Context: an optimization exercise on an open-source flow, tuned for small area. The choices shown serve that exercise and are no tape-out recipe. Function was checked by simulation only, so behaviour that the tests miss may differ from the original.

**flow/run.sh**
```bash
#!/bin/bash
# synth_recipe.tcl (not shown) runs the flow's synth.tcl, then flattens the netlist and writes it again
# the make line also repeats each setting of config.mk as NAME=value (left out here)
make -C /OpenROAD-flow-scripts/flow DESIGN_CONFIG=/design/flow/config.mk WORK_HOME=/design/flow/orfs CLKGATE_MAP_FILE= SYNTH_SCRIPT=/design/flow/synth_recipe.tcl finish
```
**flow/config.mk**
```make
export PLATFORM = sky130hd
export DESIGN_NAME = dual_adc_moving_average_scaler_unit
export DESIGN_NICKNAME = dual_adc_moving_average_scaler_unit
export VERILOG_FILES = /design/flow/design.v
export SDC_FILE = /design/flow/constraint.sdc
export NUM_CORES = 4
export LEC_CHECK = 0
export CAP_MARGIN = 20
export CORE_MARGIN = 2
export CORE_UTILIZATION = 40
export SLEW_MARGIN = 20
```
**flow/constraint.sdc**
```tcl
create_clock -name core_clock -period 10.0 [get_ports {clk}]
set_input_delay 2.0000 -clock core_clock [delete_from_list [all_inputs] [get_ports {clk}]]
set_output_delay 2.0000 -clock core_clock [all_outputs]
set_load 0.01 [all_outputs]
```
**flow/design.v**
```verilog
`default_nettype none
package damsu_pkg;
	localparam int unsigned WINDOW_LEN  = 10;
	localparam int unsigned SAMPLE_BITS = 12;
	localparam int unsigned FULL_SCALE  = (1 << SAMPLE_BITS) - 1;
	localparam int unsigned SUM_W  = $clog2(WINDOW_LEN * FULL_SCALE + 1);
	localparam int unsigned SLOT_W = (WINDOW_LEN > 1) ? $clog2(WINDOW_LEN) : 1;
	localparam int unsigned FILL_W = $clog2(WINDOW_LEN + 1);
	localparam int unsigned WORD_W = 2 * SAMPLE_BITS;
	localparam int unsigned VREF_W  = 13;
	localparam int unsigned RATIO_W = 16;
	localparam int unsigned DROP_W  = 10;
	localparam int unsigned OFFS_W  = 10;
	localparam int unsigned RATIO_FRAC = 12;
	localparam logic [VREF_W-1:0]  VREF_RST  = VREF_W'(3300);
	localparam logic [RATIO_W-1:0] RATIO_RST = RATIO_W'(26438);
	localparam logic [DROP_W-1:0]  DROP_RST  = DROP_W'(400);
	localparam logic [OFFS_W-1:0]  OFFS_RST  = OFFS_W'(500);
	localparam int unsigned PADDR_W   = 4;
	localparam int unsigned PDATA_W   = 32;
	localparam int unsigned REG_IDX_W = 2;
	localparam logic [REG_IDX_W-1:0] REG_VREF  = 2'd0;
	localparam logic [REG_IDX_W-1:0] REG_RATIO = 2'd1;
	localparam logic [REG_IDX_W-1:0] REG_DROP  = 2'd2;
	localparam logic [REG_IDX_W-1:0] REG_OFFS  = 2'd3;
	localparam int unsigned DIV_D  = WINDOW_LEN * FULL_SCALE;
	localparam int unsigned HALF_D = DIV_D / 2;
	localparam int unsigned D_W    = $clog2(DIV_D + 1);
	localparam int unsigned P1_W   = SUM_W + VREF_W;
	localparam int unsigned P2_W   = P1_W + RATIO_W;
	localparam int unsigned OFF_W  = OFFS_W + D_W;
	localparam int unsigned X_W    = P1_W + 5;
	localparam int unsigned BR_W   = X_W + RATIO_FRAC;
	localparam longint unsigned BATT_ROUND = longint'(DIV_D) << (RATIO_FRAC - 1);
	localparam int unsigned XS_SH  = D_W - 1;
	localparam int unsigned XS_W   = X_W - XS_SH;
	localparam longint unsigned DIV_M = (64'd1 << X_W) / DIV_D;
	localparam int unsigned M_W    = $clog2(DIV_M + 1);
	localparam int unsigned PR_W   = XS_W + M_W;
	localparam int unsigned Q_W    = XS_W;
	localparam int unsigned QD_W   = Q_W + D_W;
	localparam int unsigned OUT_W      = 17;
	localparam int unsigned BATT_MAX   = 131071;
	localparam int unsigned TEMP_MAX   = 50000;
	localparam int unsigned TEMP_MIN_M = 20000;
	localparam int unsigned TEMP_SCALE = 10;
	typedef struct packed {
		logic [VREF_W-1:0]  vref_mv;
		logic [RATIO_W-1:0] divider_ratio_q12;
		logic [DROP_W-1:0]  diode_drop_mv;
		logic [OFFS_W-1:0]  sensor_offset_mv;
	} cfg_t;
	typedef struct packed {
		logic             valid;
		logic [SUM_W-1:0] bsum;
		logic [SUM_W-1:0] tsum;
		logic             full;
	} win_stat_t;
	typedef struct packed {
		logic           valid;
		logic           tag;
		logic [X_W-1:0] x;
	} div_req_t;
	typedef struct packed {
		logic           valid;
		logic           tag;
		logic [Q_W-1:0] q;
	} div_rsp_t;
endpackage
`default_nettype wire
`default_nettype none
import damsu_pkg::*;
module damsu_regs (
	input  wire logic               clk,
	input  wire logic               arst_n,
	input  wire logic               psel,
	input  wire logic               penable,
	input  wire logic               pwrite,
	input  wire logic [PADDR_W-1:0] paddr,
	input  wire logic [PDATA_W-1:0] pwdata,
	output logic      [PDATA_W-1:0] prdata,
	output logic                    pready,
	output damsu_pkg::cfg_t                    cfg
);
	logic                 wen;
	logic [REG_IDX_W-1:0] idx;
	damsu_pkg::cfg_t                 cfg_q;
	assign wen    = psel & penable & pwrite;
	assign idx    = paddr[PADDR_W-1:2];
	assign pready = 1'b1;
	assign cfg    = cfg_q;
	always_ff @(posedge clk or negedge arst_n) begin
		if (!arst_n) begin
			cfg_q.vref_mv           <= VREF_RST;
			cfg_q.divider_ratio_q12 <= RATIO_RST;
			cfg_q.diode_drop_mv     <= DROP_RST;
			cfg_q.sensor_offset_mv  <= OFFS_RST;
		end else if (wen) begin
			unique case (idx)
				REG_VREF:  cfg_q.vref_mv           <= pwdata[VREF_W-1:0];
				REG_RATIO: cfg_q.divider_ratio_q12 <= pwdata[RATIO_W-1:0];
				REG_DROP:  cfg_q.diode_drop_mv     <= pwdata[DROP_W-1:0];
				REG_OFFS:  cfg_q.sensor_offset_mv  <= pwdata[OFFS_W-1:0];
			endcase
		end
	end
	always_comb begin
		unique case (idx)
			REG_VREF:  prdata = PDATA_W'(cfg_q.vref_mv);
			REG_RATIO: prdata = PDATA_W'(cfg_q.divider_ratio_q12);
			REG_DROP:  prdata = PDATA_W'(cfg_q.diode_drop_mv);
			REG_OFFS:  prdata = PDATA_W'(cfg_q.sensor_offset_mv);
		endcase
	end
endmodule
`default_nettype wire
`default_nettype none
import damsu_pkg::*;
module damsu_window (
	input  wire logic                   clk,
	input  wire logic                   arst_n,
	input  wire logic                   accept,
	input  wire logic [SAMPLE_BITS-1:0] battery_sample,
	input  wire logic [SAMPLE_BITS-1:0] thermistor_sample,
	output damsu_pkg::win_stat_t                   stat
);
	logic [WORD_W-1:0]      ring [WINDOW_LEN];
	logic [WORD_W-1:0]      rd_q;
	logic [SAMPLE_BITS-1:0] bnew_s1;
	logic [SAMPLE_BITS-1:0] tnew_s1;
	logic                   upd_s1;
	logic [SLOT_W-1:0]      slot_q;
	logic [FILL_W-1:0]      fill_q;
	logic [SUM_W-1:0]       bsum_q;
	logic [SUM_W-1:0]       tsum_q;
	logic                   full_q;
	logic                   valid_q;
	logic [SAMPLE_BITS-1:0] bold;
	logic [SAMPLE_BITS-1:0] told;
	logic                   filling;
	logic [FILL_W-1:0]      fill_nxt;
	assign filling  = (fill_q < FILL_W'(WINDOW_LEN));
	assign bold     = filling ? '0 : rd_q[WORD_W-1:SAMPLE_BITS];
	assign told     = filling ? '0 : rd_q[SAMPLE_BITS-1:0];
	assign fill_nxt = filling ? fill_q + 1'b1 : fill_q;
	always_ff @(posedge clk) begin
		if (accept) begin
			rd_q <= ring[slot_q];
		end
		if (upd_s1) begin
			ring[slot_q] <= {bnew_s1, tnew_s1};
		end
	end
	always_ff @(posedge clk) begin
		if (accept) begin
			bnew_s1 <= battery_sample;
			tnew_s1 <= thermistor_sample;
		end
	end
	always_ff @(posedge clk or negedge arst_n) begin
		if (!arst_n) begin
			upd_s1  <= 1'b0;
			valid_q <= 1'b0;
			slot_q  <= '0;
			fill_q  <= '0;
			bsum_q  <= '0;
			tsum_q  <= '0;
			full_q  <= 1'b0;
		end else begin
			upd_s1  <= accept;
			valid_q <= upd_s1;
			if (upd_s1) begin
				bsum_q <= bsum_q - SUM_W'(bold) + SUM_W'(bnew_s1);
				tsum_q <= tsum_q - SUM_W'(told) + SUM_W'(tnew_s1);
				slot_q <= (slot_q == SLOT_W'(WINDOW_LEN - 1)) ? '0 : slot_q + 1'b1;
				fill_q <= fill_nxt;
				full_q <= (fill_nxt == FILL_W'(WINDOW_LEN));
			end
		end
	end
	assign stat.valid = valid_q;
	assign stat.bsum  = bsum_q;
	assign stat.tsum  = tsum_q;
	assign stat.full  = full_q;
endmodule
`default_nettype wire
`default_nettype none
import damsu_pkg::*;
module damsu_cdiv (
	input  wire logic clk,
	input  wire logic arst_n,
	input  damsu_pkg::div_req_t  req,
	output damsu_pkg::div_rsp_t  rsp
);
	localparam logic [M_W-1:0] MUL_C = M_W'(DIV_M);
	localparam logic [X_W-1:0] D1_C  = X_W'(DIV_D);
	localparam logic [X_W-1:0] D2_C  = X_W'(2 * DIV_D);
	logic [PR_W-1:0] prod_s1;
	logic [X_W-1:0]  x_s1;
	logic            tag_s1;
	logic            v_s1;
	logic [Q_W-1:0]  qest_s2;
	logic [QD_W-1:0] qd_s2;
	logic [X_W-1:0]  x_s2;
	logic            tag_s2;
	logic            v_s2;
	logic [Q_W-1:0]  q_s3;
	logic            tag_s3;
	logic            v_s3;
	logic [Q_W-1:0]  qest;
	logic [X_W-1:0]  rem;
	assign qest = prod_s1[XS_W +: Q_W];
	assign rem  = x_s2 - qd_s2[X_W-1:0];
	always_ff @(posedge clk) begin
		prod_s1 <= PR_W'(req.x[X_W-1:XS_SH]) * PR_W'(MUL_C);
		x_s1    <= req.x;
		tag_s1  <= req.tag;
		qest_s2 <= qest;
		qd_s2   <= QD_W'(qest) * QD_W'(DIV_D);
		x_s2    <= x_s1;
		tag_s2  <= tag_s1;
		tag_s3  <= tag_s2;
		if (rem >= D2_C) begin
			q_s3 <= qest_s2 + Q_W'(2);
		end else if (rem >= D1_C) begin
			q_s3 <= qest_s2 + Q_W'(1);
		end else begin
			q_s3 <= qest_s2;
		end
	end
	always_ff @(posedge clk or negedge arst_n) begin
		if (!arst_n) begin
			v_s1 <= 1'b0;
			v_s2 <= 1'b0;
			v_s3 <= 1'b0;
		end else begin
			v_s1 <= req.valid;
			v_s2 <= v_s1;
			v_s3 <= v_s2;
		end
	end
	assign rsp.valid = v_s3;
	assign rsp.tag   = tag_s3;
	assign rsp.q     = q_s3;
endmodule
`default_nettype wire
`default_nettype none
import damsu_pkg::*;
module damsu_scale (
	input  wire logic             clk,
	input  wire logic             arst_n,
	input  damsu_pkg::win_stat_t             stat,
	input  damsu_pkg::cfg_t                  cfg,
	output logic                  res_valid,
	output logic [OUT_W-1:0]      res_batt,
	output logic [OUT_W-1:0]      res_temp
);
	logic [P1_W-1:0]  pb_s1;
	logic [P1_W-1:0]  pt_s1;
	logic [OFF_W-1:0] off_s1;
	logic             v_s1;
	logic [P2_W-1:0]  pb_s2;
	logic [P1_W:0]    d_s2;
	logic             v_s2;
	logic [X_W-1:0]   xb_s3;
	logic [X_W-1:0]   xt_s3;
	logic             neg_s3;
	logic             v_s3;
	logic             v_s4;
	logic [Q_W-1:0]   qb_q;
	logic             res_valid_q;
	logic [OUT_W-1:0] batt_q;
	logic [OUT_W-1:0] temp_q;
	logic [BR_W-1:0]  brnd;
	logic [P1_W:0]    dneg;
	logic [P1_W-1:0]  dmag;
	logic [X_W-1:0]   dmag_x;
	logic [Q_W:0]     bsum;
	logic [Q_W-1:0]   tmag;
	logic [OUT_W-1:0] tmag_o;
	damsu_pkg::div_req_t         dreq;
	damsu_pkg::div_rsp_t         drsp;
	assign brnd   = BR_W'(pb_s2) + BR_W'(BATT_ROUND);
	assign dneg   = -d_s2;
	assign dmag   = d_s2[P1_W] ? dneg[P1_W-1:0] : d_s2[P1_W-1:0];
	assign dmag_x = X_W'(dmag);
	always_ff @(posedge clk) begin
		if (stat.valid) begin
			pb_s1  <= P1_W'(stat.bsum) * P1_W'(cfg.vref_mv);
			pt_s1  <= P1_W'(stat.tsum) * P1_W'(cfg.vref_mv);
			off_s1 <= OFF_W'(cfg.sensor_offset_mv) * OFF_W'(DIV_D);
		end
		if (v_s1) begin
			pb_s2 <= P2_W'(pb_s1) * P2_W'(cfg.divider_ratio_q12);
			d_s2  <= {1'b0, pb_s1[P1_W-1:0] & '0} | ({1'b0, pt_s1} - (P1_W + 1)'(off_s1));
		end
		if (v_s2) begin
			xb_s3  <= brnd[BR_W-1:RATIO_FRAC];
			xt_s3  <= (dmag_x << 3) + (dmag_x << 1) + X_W'(HALF_D);
			neg_s3 <= d_s2[P1_W];
		end
		if (drsp.valid && !drsp.tag) begin
			qb_q <= drsp.q;
		end
		if (drsp.valid && drsp.tag) begin
			batt_q <= (bsum > (Q_W + 1)'(BATT_MAX)) ? OUT_W'(BATT_MAX) : bsum[OUT_W-1:0];
			temp_q <= neg_s3 ? (OUT_W'(0) - tmag_o) : tmag_o;
		end
	end
	always_ff @(posedge clk or negedge arst_n) begin
		if (!arst_n) begin
			v_s1        <= 1'b0;
			v_s2        <= 1'b0;
			v_s3        <= 1'b0;
			v_s4        <= 1'b0;
			res_valid_q <= 1'b0;
		end else begin
			v_s1        <= stat.valid;
			v_s2        <= v_s1;
			v_s3        <= v_s2;
			v_s4        <= v_s3;
			res_valid_q <= drsp.valid & drsp.tag;
		end
	end
	assign dreq.valid = v_s3 | v_s4;
	assign dreq.tag   = v_s4;
	assign dreq.x     = v_s3 ? xb_s3 : xt_s3;
	damsu_cdiv u_cdiv (
		.clk    (clk),
		.arst_n (arst_n),
		.req    (dreq),
		.rsp    (drsp)
	);
	always_comb begin
		bsum = (Q_W + 1)'(qb_q) + (Q_W + 1)'(cfg.diode_drop_mv);
		if (neg_s3) begin
			tmag = (drsp.q > Q_W'(TEMP_MIN_M)) ? Q_W'(TEMP_MIN_M) : drsp.q;
		end else begin
			tmag = (drsp.q > Q_W'(TEMP_MAX)) ? Q_W'(TEMP_MAX) : drsp.q;
		end
		tmag_o = OUT_W'(tmag);
	end
	assign res_valid = res_valid_q;
	assign res_batt  = batt_q;
	assign res_temp  = temp_q;
endmodule
`default_nettype wire
`default_nettype none
import damsu_pkg::*;
module dual_adc_moving_average_scaler_unit (
	input  wire logic                   clk,
	input  wire logic                   arst_n,
	input  wire logic                   psel,
	input  wire logic                   penable,
	input  wire logic                   pwrite,
	input  wire logic [PADDR_W-1:0]     paddr,
	input  wire logic [PDATA_W-1:0]     pwdata,
	output logic      [PDATA_W-1:0]     prdata,
	output logic                        pready,
	input  wire logic                   in_valid,
	output logic                        in_ready,
	input  wire logic [SAMPLE_BITS-1:0] battery_sample,
	input  wire logic [SAMPLE_BITS-1:0] thermistor_sample,
	output logic                        out_valid,
	input  wire logic                   out_ready,
	output logic      [OUT_W-1:0]       battery_mv,
	output logic signed [OUT_W-1:0]     temperature_centi_c,
	output logic                        window_full
);
	damsu_pkg::cfg_t             cfg;
	damsu_pkg::win_stat_t        stat;
	logic             accept;
	logic             busy_q;
	logic             pend_q;
	logic             out_valid_q;
	logic [OUT_W-1:0] batt_q;
	logic [OUT_W-1:0] temp_q;
	logic             full_q;
	logic             res_valid;
	logic [OUT_W-1:0] res_batt;
	logic [OUT_W-1:0] res_temp;
	logic             have_res;
	logic             load;
	assign in_ready = ~busy_q;
	assign accept   = in_valid & in_ready;
	damsu_regs u_regs (
		.clk     (clk),
		.arst_n  (arst_n),
		.psel    (psel),
		.penable (penable),
		.pwrite  (pwrite),
		.paddr   (paddr),
		.pwdata  (pwdata),
		.prdata  (prdata),
		.pready  (pready),
		.cfg     (cfg)
	);
	damsu_window u_window (
		.clk               (clk),
		.arst_n            (arst_n),
		.accept            (accept),
		.battery_sample    (battery_sample),
		.thermistor_sample (thermistor_sample),
		.stat              (stat)
	);
	damsu_scale u_scale (
		.clk       (clk),
		.arst_n    (arst_n),
		.stat      (stat),
		.cfg       (cfg),
		.res_valid (res_valid),
		.res_batt  (res_batt),
		.res_temp  (res_temp)
	);
	assign have_res = res_valid | pend_q;
	assign load     = have_res & (~out_valid_q | out_ready);
	always_ff @(posedge clk or negedge arst_n) begin
		if (!arst_n) begin
			busy_q      <= 1'b0;
			pend_q      <= 1'b0;
			out_valid_q <= 1'b0;
		end else begin
			pend_q <= have_res & ~load;
			if (accept) begin
				busy_q <= 1'b1;
			end else if (load) begin
				busy_q <= 1'b0;
			end
			if (load) begin
				out_valid_q <= 1'b1;
			end else if (out_ready) begin
				out_valid_q <= 1'b0;
			end
		end
	end
	always_ff @(posedge clk) begin
		if (load) begin
			batt_q <= res_batt;
			temp_q <= res_temp;
			full_q <= stat.full;
		end
	end
	assign out_valid           = out_valid_q;
	assign battery_mv          = batt_q;
	assign temperature_centi_c = $signed(temp_q);
	assign window_full         = full_q;
endmodule
`default_nettype wire
```
==> summary.txt <==
Yosys
  – Post-Synth Adder-Cell Area: 0.374
  – Syn Area/Cell: 10.7 µm²
  – Ys flop type: edfxtp_1
  – Biggest area consumer among synthesized cells: fa_1
  – Ys async rst share: 0.121
  – Top cells by area, synth: fa_1 26%, edfxtp_1 23%, ha_1 12%, inv_1 6.8%, dfxtp_1 4.0%
  – Seq/Total Area, Yosys: 0.299
  – Simple-gate area share of the yosys netlist: 0.110
  – Post-synth cell types: 89
  – Netlist Area Pre-Place: 78,500 µm²
  – Post-synthesis compound-gate area fraction: 0.0650
  – XOR/XNOR Fraction of Synth Area: 0.0369
  – Synth Warn #: 5
  – Combinational family with the most area after synthesis: adder cells
  – Post-synthesis mux area share: 0.0341
  – Top cell type's share of synthesized area: 0.258
  – Synthesized flop and latch total: 850
  – Number of synthesized flops with an enable pin: 589
  – Syn Inst Count: 7,333

Route
  – DRC violations left: 0
  – Via count: 50,400
  – TritonRoute pass-1 iters: 6
  – Initial DRC count: 2,915
  – Remaining antenna violation count: 0
  – Routed WL per cell: 17.6 µm
  – Vias/cell: 5.01
  – Routed WL: 177,000 µm

Cells and area
  – Synth-to-layout area growth: 8.77%
  – Final net count: 9,158
  – Share of layout cells above drive strength 1: 0.0552
  – Final instance area: 85,400 µm²
  – Utilization after layout: 0.438
  – Most frequent cells in the layout: 1,418 x inv_1, 1,012 x fa_1, 774 x nand2_1
  – Commonest non-fill, non-tap cell in the layout: inv_1
  – Fillers: 18,300
  – Area of the multi-input gates: 48,800 µm²
  – Reg area: 23,500 µm²

Timing
  – Clock skew: 0.0675 ns
  – Maximum clock rate: 124 MHz
  – Tightest Pin Transition: 1.10 ns
  – Fin Setup TNS: 0 ns
  – Final Hold Viols: 0
  – Final Critical Period: 8.05 ns
  – Crit share post-route: 0.805
  – RSZ-0062 raised after global routing: false
  – Final Setup Violations: 0
  – Max transition margin: 0.266
  – Pins Over Slew Limit: 0

Clock network
  – Post-CTS sizing: 0
  – Clk slew on worst S/H paths: 0.07 ns
  – CTS Buffer Depth: 3
  – Postcts setup bufs: 0
  – H-tree depth: 3
  – CTS Hold Bufs: 0
  – Clock buffer count from CTS: 89
  – Clock latency on the worst-skew pair: 0.74 ns
  – CTS Sinks: 850
  – Clk root buf: clkbuf_16
  – CTS tree: built

Placed design
  – Placed Area: 82,300 µm²
  – HPWL Detailed: 137,000 µm
  – Gpl congestion: 0.858
  – Port-buffer cells: 101

Critical path
  – Crit Path Max Fanout: 16
  – WP data required: 10.47 ns
  – Setup CP Type: register to register
  – Nature of the critical path startpoint: register
  – Data arrival, critical path: 8.51 ns
  – FF-to-FF path depth: 23
  – CP Capture Type: register

Min path
  – Min-delay worst type: register to register
  – Hold path cells: 0

Global route
  – Vias in the first global route: 53,500
  – Total Routing Usage GR: 0.182
  – First-pass GRT wire length: 289,000 µm
  – Initial antenna violation count: 3
  – Global route overflow: 0
  – Largest net degree at the start of global routing: 66

Die
  – Row count: 162
  – Die width: 447 µm
  – Initial Utilization: 0.403
  – Die Y: 447 µm
  – Io pins: 137
  – Core Area: 195,000 µm²
  – Die area: 200,000 µm²

Outcome
  – Status: finished clean

Flow run
  – Max-cap viol count: 0
cells by family (layout without fill, tap and decap cells):
kind of cell	count (synthesis)	in the layout
AND/OR/NAND/NOR	1789	1789
adder cells (fa/ha/maj)	1741	1741
buffers and inverters	1664	1739
flip-flops	850	850
AO/OA/AOI/OAI	770	770
XOR/XNOR	331	331
multiplexers	186	186
other	2	21
cell usage after synthesis (all sizes together) (72+ instances only):
cell and n:
nor3 72, clkbuf 214, xor2 103, o21ai 149
inv 1418, nor2 215, fa 1012, edfxtp 589
a21o 89, dfrtp 80, ha 729, and2 384
a21oi 214, nor2b 75, dfxtp 158, xnor2 228
nand2 774
layout make-up:
type                       instances  share of cell area
multi-input combinational       4835               0.572
tap                             2624              0.0385
clock buffer                     117              0.0284
clock inverter                    48             0.00705
sequential                       850               0.275
inverter                        1418              0.0623
timing repair buffer             156              0.0167
antenna                            3           0.0000879
routing by layer:
layer	vias to the layer above	track usage	wire, µm
li1	23600	-	-
met1	25500	0.239	77500
met2	1004	0.315	87700
met3	226	0.0241	7480
met4	0	0.0490	4610
met5	-	0	0
worst paths after layout:
path,start,to,slack [ns]
worst max register to register,u_regs.cfg_q[23],u_scale.pb_s2[44],1.95
worst max-delay path,u_regs.cfg_q[23],u_scale.pb_s2[44],1.95
worst min-delay path,u_scale.u_cdiv.x_s1[17],u_scale.u_cdiv.x_s2[17],0.31
worst min register to register,u_scale.u_cdiv.x_s1[17],u_scale.u_cdiv.x_s2[17],0.31
max in group asynchronous,arst_n,u_regs.cfg_q[35],7.35
min in group asynchronous,arst_n,busy_q,1.21
critical path: stages (launching register included):
cell	delay, ns
dfrtp_1	0.84
buf_4	0.39
nand2_1	0.11
fa_1	0.48
fa_1	0.53
fa_1	0.52
inv_1	0.06
fa_1	0.53
fa_1	0.51
inv_1	0.06
fa_1	0.48
inv_1	0.04
ha_1	0.32
and4_1	0.21
a221o_1	0.29
o211ai_1	0.17
a2111oi_1	0.92
o21ai_0	0.19
nand4_1	0.16
a41oi_1	0.22
o21ai_0	0.33
a21oi_1	0.15
o21bai_1	0.19
xnor2_1	0.08
through the flow:
step | hold slack [ns] | std cells | setup slack [ns]
final | 0.314 | 10100 | 1.95
after global routing | 0.325 | 10000 | 1.60
after CTS | 0.316 | 10000 | 2.06
after detailed placement | 0.312 | 9883 | 2.10
after global placement | 0.311 | 9883 | 1.86
after floorplan | 0.310 | 7349 | 2.98
sequential cells by signal, indices dropped and copies added (netlist names), 24 cells and up:
name,cells
u_window.ring,240
u_regs.cfg_q,49
u_scale.pb_s2,33
u_scale.u_cdiv.x_s2,33
u_scale.xb_s3,33
u_scale.xt_s3,33
u_scale.u_cdiv.qd_s2,32
u_scale.u_cdiv.x_s1,32
u_scale.d_s2,30
u_scale.pb_s1,29
u_scale.pt_s1,29
u_scale.off_s1,25
u_window.rd_q,24

-- re-timing with driven ports --
How much do the figures lean on ideal ports? The routed layout below was timed once more, with nothing changed but the port constraints. Step 1: set_driving_cell puts a clkbuf_16 on clk and a buf_2 on each other input, an assumption about the parent block. Step 2 moves the port delays by t, midway between the first and last clock arrival at a register: inputs arrive t later, outputs are due t later. That takes back most of the time a late clock gives input paths. Slacks: no drivers / after step 1 / after step 2; pairs: no drivers / after step 1.
t (ns): 0.785
slack for setup (ns): 1.954 / 1.954 / 1.954
worst setup path at the end: register to register
worst register clock-pin slew, ns: 0.07 / 0.07
After both steps setup and hold are still met in this run. For this run, drivers alone change the setup slack by 0.000 ns; drivers and shift together by 0.000 ns.
